Background: an optimization exercise with open tools, aiming at small area, a short achievable clock period and few clock cycles per item. Do not read the settings as production practice.
At most, simulation tests tie the RTL to the original design; equivalence was not proved.
Power is estimated from default activity; no workload was simulated.

==> flow/design.v <==
package sil_pkg;
	localparam int CAPACITY_DEF = 16;
	localparam int VALUE_W      = 32;
	localparam int POS_W        = 4;
endpackage
module sil_ctrl (
	input  logic        clk,
	input  logic        arst_n,
	input  logic        start,
	input  logic        lt_d,       
	output logic        pk_en,      
	output logic        xfer,       
	output logic        sel_k,      
	output logic        dload,      
	output logic [16:1] msel,       
	output logic        busy,
	output logic        strobe,
	output logic [3:0]  position,
	output logic        last,
	output logic        rejected
);
	logic [4:0]  n_q;        
	logic [3:0]  ph_q;       
	logic [3:0]  rem_q;      
	logic        z_q;        
	logic        act_q;      
	logic        grow_q;     
	logic        placed_q;   
	logic        selk_q;     
	logic        pv_q;       
	logic        npv_q;      
	logic        xfer_q;     
	logic        dload_q;    
	logic [16:1] msel_q;     
	logic        strobe_q;
	logic [3:0]  pos_q;
	logic        last_q;
	logic        rej_q;
	logic z;
	logic take;
	logic dtake;
	logic ptake;
	logic nstart;
	logic inc;
	logic n0, n1, n15, n16;
	assign z      = z_q;
	assign n0     = (n_q == 5'd0);
	assign n1     = (n_q == 5'd1);
	assign n15    = (n_q == 5'd15);
	assign n16    = n_q[4];
	assign take   = start && npv_q;
	assign dtake  = take && dload_q;
	assign ptake  = take && !dload_q;
	assign nstart = xfer_q || dtake;
	assign inc    = act_q && grow_q && z;
	logic [4:0] n_d;
	logic [3:0] rem_d;
	logic       z_d;
	logic       act_d;
	logic       grow_d;
	logic       placed_d;
	logic       pv_d;
	logic       dload_d;
	logic       inc2;
	assign n_d = n_q + {4'd0, inc};
	always_comb begin
		if (!z) begin
			rem_d = rem_q - 4'd1;
			z_d   = (rem_q == 4'd1);
		end else if (nstart) begin
			rem_d = (n16 || (n15 && inc)) ? 4'd15 : 4'(n_d);
			z_d   = dload_q;
		end else begin
			rem_d = (n0 || inc) ? n_q[3:0] : n_q[3:0] - 4'd1;
			z_d   = n0 || (n1 && !inc);
		end
	end
	assign act_d    = nstart || (act_q && !z);
	assign grow_d   = nstart ? !(n16 || (n15 && inc)) : grow_q;
	assign placed_d = !z && (placed_q || selk_q);
	assign pv_d     = (!npv_q && !xfer_q) || ptake;
	assign dload_d  = n0 && !inc && !act_d;
	assign inc2     = (act_q && grow_q && !z && (rem_q == 4'd2)) ||
	                  (xfer_q && ((n1 && !inc) || (n0 && inc)));
	always_ff @(posedge clk or negedge arst_n) begin
		if (!arst_n) begin
			n_q      <= '0;
			z_q      <= 1'b1;
			act_q    <= 1'b0;
			pv_q     <= 1'b0;
			npv_q    <= 1'b1;
			xfer_q   <= 1'b0;
			dload_q  <= 1'b1;
			strobe_q <= 1'b0;
		end else begin
			n_q      <= n_d;
			z_q      <= z_d;
			act_q    <= act_d;
			pv_q     <= pv_d;
			npv_q    <= !pv_d;
			xfer_q   <= z_d && pv_d;
			dload_q  <= dload_d;
			strobe_q <= act_q;
		end
	end
	always_ff @(posedge clk) begin
		rem_q    <= rem_d;
		selk_q   <= act_d && grow_d && (z_d || placed_d || lt_d);
		if (dload_d)   msel_q <= 16'd1;
		else if (inc2) msel_q <= {msel_q[15:1], 1'b0};
	end
	always_ff @(posedge clk) begin
		ph_q     <= z ? 4'd0 : ph_q + 4'd1;
		grow_q   <= grow_d;
		placed_q <= placed_d;
		pos_q    <= ph_q;
		last_q   <= z;
		rej_q    <= !grow_q;
	end
	assign pk_en    = npv_q;
	assign xfer     = xfer_q;
	assign sel_k    = selk_q;
	assign dload    = dload_q;
	assign msel     = msel_q;
	assign busy     = pv_q;
	assign strobe   = strobe_q;
	assign position = pos_q;
	assign last     = last_q;
	assign rejected = rej_q;
endmodule
module sil_datapath #(
	parameter int CAPACITY = sil_pkg::CAPACITY_DEF
) (
	input  logic                               clk,
	input  logic                               pk_en,
	input  logic                               xfer,
	input  logic                               sel_k,
	input  logic                               dload,
	input  logic [16:1]                        msel,
	input  logic signed [sil_pkg::VALUE_W-1:0] value,
	output logic                               lt_d,
	output logic signed [sil_pkg::VALUE_W-1:0] element
);
	localparam int W = sil_pkg::VALUE_W;
	function automatic logic less(input logic [W-1:0] a, input logic [W-1:0] b);
		logic [W-1:0] l, g;
		for (int i = 0; i < W; i++) begin
			if (i == W - 1) begin
				l[i] = a[i] & ~b[i];
				g[i] = ~a[i] & b[i];
			end else begin
				l[i] = ~a[i] & b[i];
				g[i] = a[i] & ~b[i];
			end
		end
		for (int s = 1; s < W; s = s * 2) begin
			for (int i = 0; i + s < W; i = i + 2 * s) begin
				l[i] = l[i+s] | (~g[i+s] & l[i]);
				g[i] = g[i+s] | (~l[i+s] & g[i]);
			end
		end
		less = l[0];
	endfunction
	logic signed [W-1:0] cells_q [CAPACITY];
	logic signed [W-1:0] k_q;      
	logic signed [W-1:0] pk_q;     
	logic signed [W-1:0] head_q;   
	logic signed [W-1:0] hn_q;     
	logic signed [W-1:0] out;
	logic signed [W-1:0] hn_d;
	assign out = sel_k ? k_q : head_q;
	always_comb begin
		hn_d = '0;
		if (msel[1] && dload) begin
			hn_d = value;
		end else begin
			if (msel[1] || msel[2]) hn_d = out;
			for (int p = 2; p < CAPACITY; p++) begin
				if (msel[18-p]) hn_d = hn_d | cells_q[p];
			end
		end
	end
	logic lt_pk, lt_k;
	assign lt_pk = less(pk_q, hn_q);
	assign lt_k  = less(k_q, hn_q);
	assign lt_d  = xfer ? lt_pk : lt_k;
	always_ff @(posedge clk) begin
		for (int i = 0; i < CAPACITY - 1; i++) cells_q[i] <= cells_q[i+1];
		cells_q[CAPACITY-1] <= out;
		if (dload)      k_q <= value;
		else if (xfer)  k_q <= pk_q;
		else if (sel_k) k_q <= head_q;
		if (pk_en) pk_q <= value;
		head_q <= hn_q;
		hn_q   <= hn_d;
	end
	assign element = cells_q[CAPACITY-1];
endmodule
module sorted_insert_list #(
	parameter int CAPACITY = sil_pkg::CAPACITY_DEF
) (
	input  logic                              clk,
	input  logic                              arst_n,
	input  logic                              start,
	input  logic signed [sil_pkg::VALUE_W-1:0] value,
	output logic                              busy,
	output logic                              strobe,
	output logic signed [sil_pkg::VALUE_W-1:0] element,
	output logic [sil_pkg::POS_W-1:0]         position,
	output logic                              last,
	output logic                              rejected
);
	logic       lt_d;
	logic       pk_en;
	logic       xfer;
	logic       sel_k;
	logic       dload;
	logic [16:1] msel;
	sil_ctrl u_ctrl (
		.clk      (clk),
		.arst_n   (arst_n),
		.start    (start),
		.lt_d     (lt_d),
		.pk_en    (pk_en),
		.xfer     (xfer),
		.sel_k    (sel_k),
		.dload    (dload),
		.msel     (msel),
		.busy     (busy),
		.strobe   (strobe),
		.position (position),
		.last     (last),
		.rejected (rejected)
	);
	sil_datapath #(
		.CAPACITY (CAPACITY)
	) u_datapath (
		.clk     (clk),
		.pk_en   (pk_en),
		.xfer    (xfer),
		.sel_k   (sel_k),
		.dload   (dload),
		.msel    (msel),
		.value   (value),
		.lt_d    (lt_d),
		.element (element)
	);
endmodule
export LEC_CHECK = 0
export CAP_MARGIN = 20
export CORE_MARGIN = 2
export CORE_UTILIZATION = 60
export CTS_CLUSTER_DIAMETER = 100
export CTS_CLUSTER_SIZE = 25
export SETUP_SLACK_MARGIN = 3.5
export SLEW_MARGIN = 20
create_clock -name core_clock -period 5.5 [get_ports {clk}]
run.sh (not shown) runs the stock make flow with config.mk's settings and CLKGATE_MAP_FILE= SYNTH_SCRIPT=/design/flow/synth_recipe.tcl, a recipe that flattens the netlist after the stock synthesis.
Testbench counts at the start, summed over its fixed seeds: cycles 24,799, items 2,755.
Next try:
--- a/flow/design.v
+++ b/flow/design.v
@@ -38,7 +38,6 @@
 	logic        rej_q;
 	logic z;
 	logic take;
-	logic dtake;
 	logic ptake;
 	logic nstart;
 	logic inc;
@@ -49,9 +48,8 @@
 	assign n15    = (n_q == 5'd15);
 	assign n16    = n_q[4];
 	assign take   = start && npv_q;
-	assign dtake  = take && dload_q;
-	assign ptake  = take && !dload_q;
-	assign nstart = xfer_q || dtake;
+	assign ptake  = take;
+	assign nstart = xfer_q;
 	assign inc    = act_q && grow_q && z;
 	logic [4:0] n_d;
 	logic [3:0] rem_d;
@@ -172,7 +170,7 @@
 	always_comb begin
 		hn_d = '0;
 		if (msel[1] && dload) begin
-			hn_d = value;
+			hn_d = pk_q;
 		end else begin
 			if (msel[1] || msel[2]) hn_d = out;
 			for (int p = 2; p < CAPACITY; p++) begin
@@ -187,8 +185,7 @@
 	always_ff @(posedge clk) begin
 		for (int i = 0; i < CAPACITY - 1; i++) cells_q[i] <= cells_q[i+1];
 		cells_q[CAPACITY-1] <= out;
-		if (dload)      k_q <= value;
-		else if (xfer)  k_q <= pk_q;
+		if (xfer)       k_q <= pk_q;
 		else if (sel_k) k_q <= head_q;
 		if (pk_en) pk_q <= value;
 		head_q <= hn_q;
What happened: Worst setup slack is worse by 150 ps; via count shrinks by 5.2%; final area shrinks by 2.5%; flip-flop and latch count is unchanged; core utilization grows by 0.23 points; combinational power shrinks by 12%.
Only the layout flow was run in the second run of this note; the RTL was not checked for function there.

## what the ideal ports hide
How much do the figures lean on ideal ports? The routed layouts below were timed once more, with nothing changed but the port constraints. Step 1 (the two cells are an assumption about what drives the block):
set clk [get_ports {clk}]
set_driving_cell -lib_cell sky130_fd_sc_hd__clkbuf_16 $clk
set_driving_cell -lib_cell sky130_fd_sc_hd__buf_2 [delete_from_list [all_inputs] $clk]
Step 2 also shifts input and output timing later by t, the mid clock arrival at the registers, as if the neighbouring blocks saw the same clock. a / b / c = no drivers / after step 1 / after step 2; a / b = the first two.
run | t, ns | setup WS [ns] | latest minus earliest clock arrival (ns) | slew at the worst register clock pin (ns)
the first run | 0.629 | 3.310 / 3.257 / 2.897 | 0.027 / 0.026 | 0.11 / 0.11
the second run | 0.633 | 3.164 / 3.164 / 3.164 | 0.017 / 0.017 | 0.10 / 0.10
After both steps every run listed still meets setup and hold. The setup slack of the first run, which loses most, moves by -0.053 ns with the drivers and by -0.413 ns with both steps.
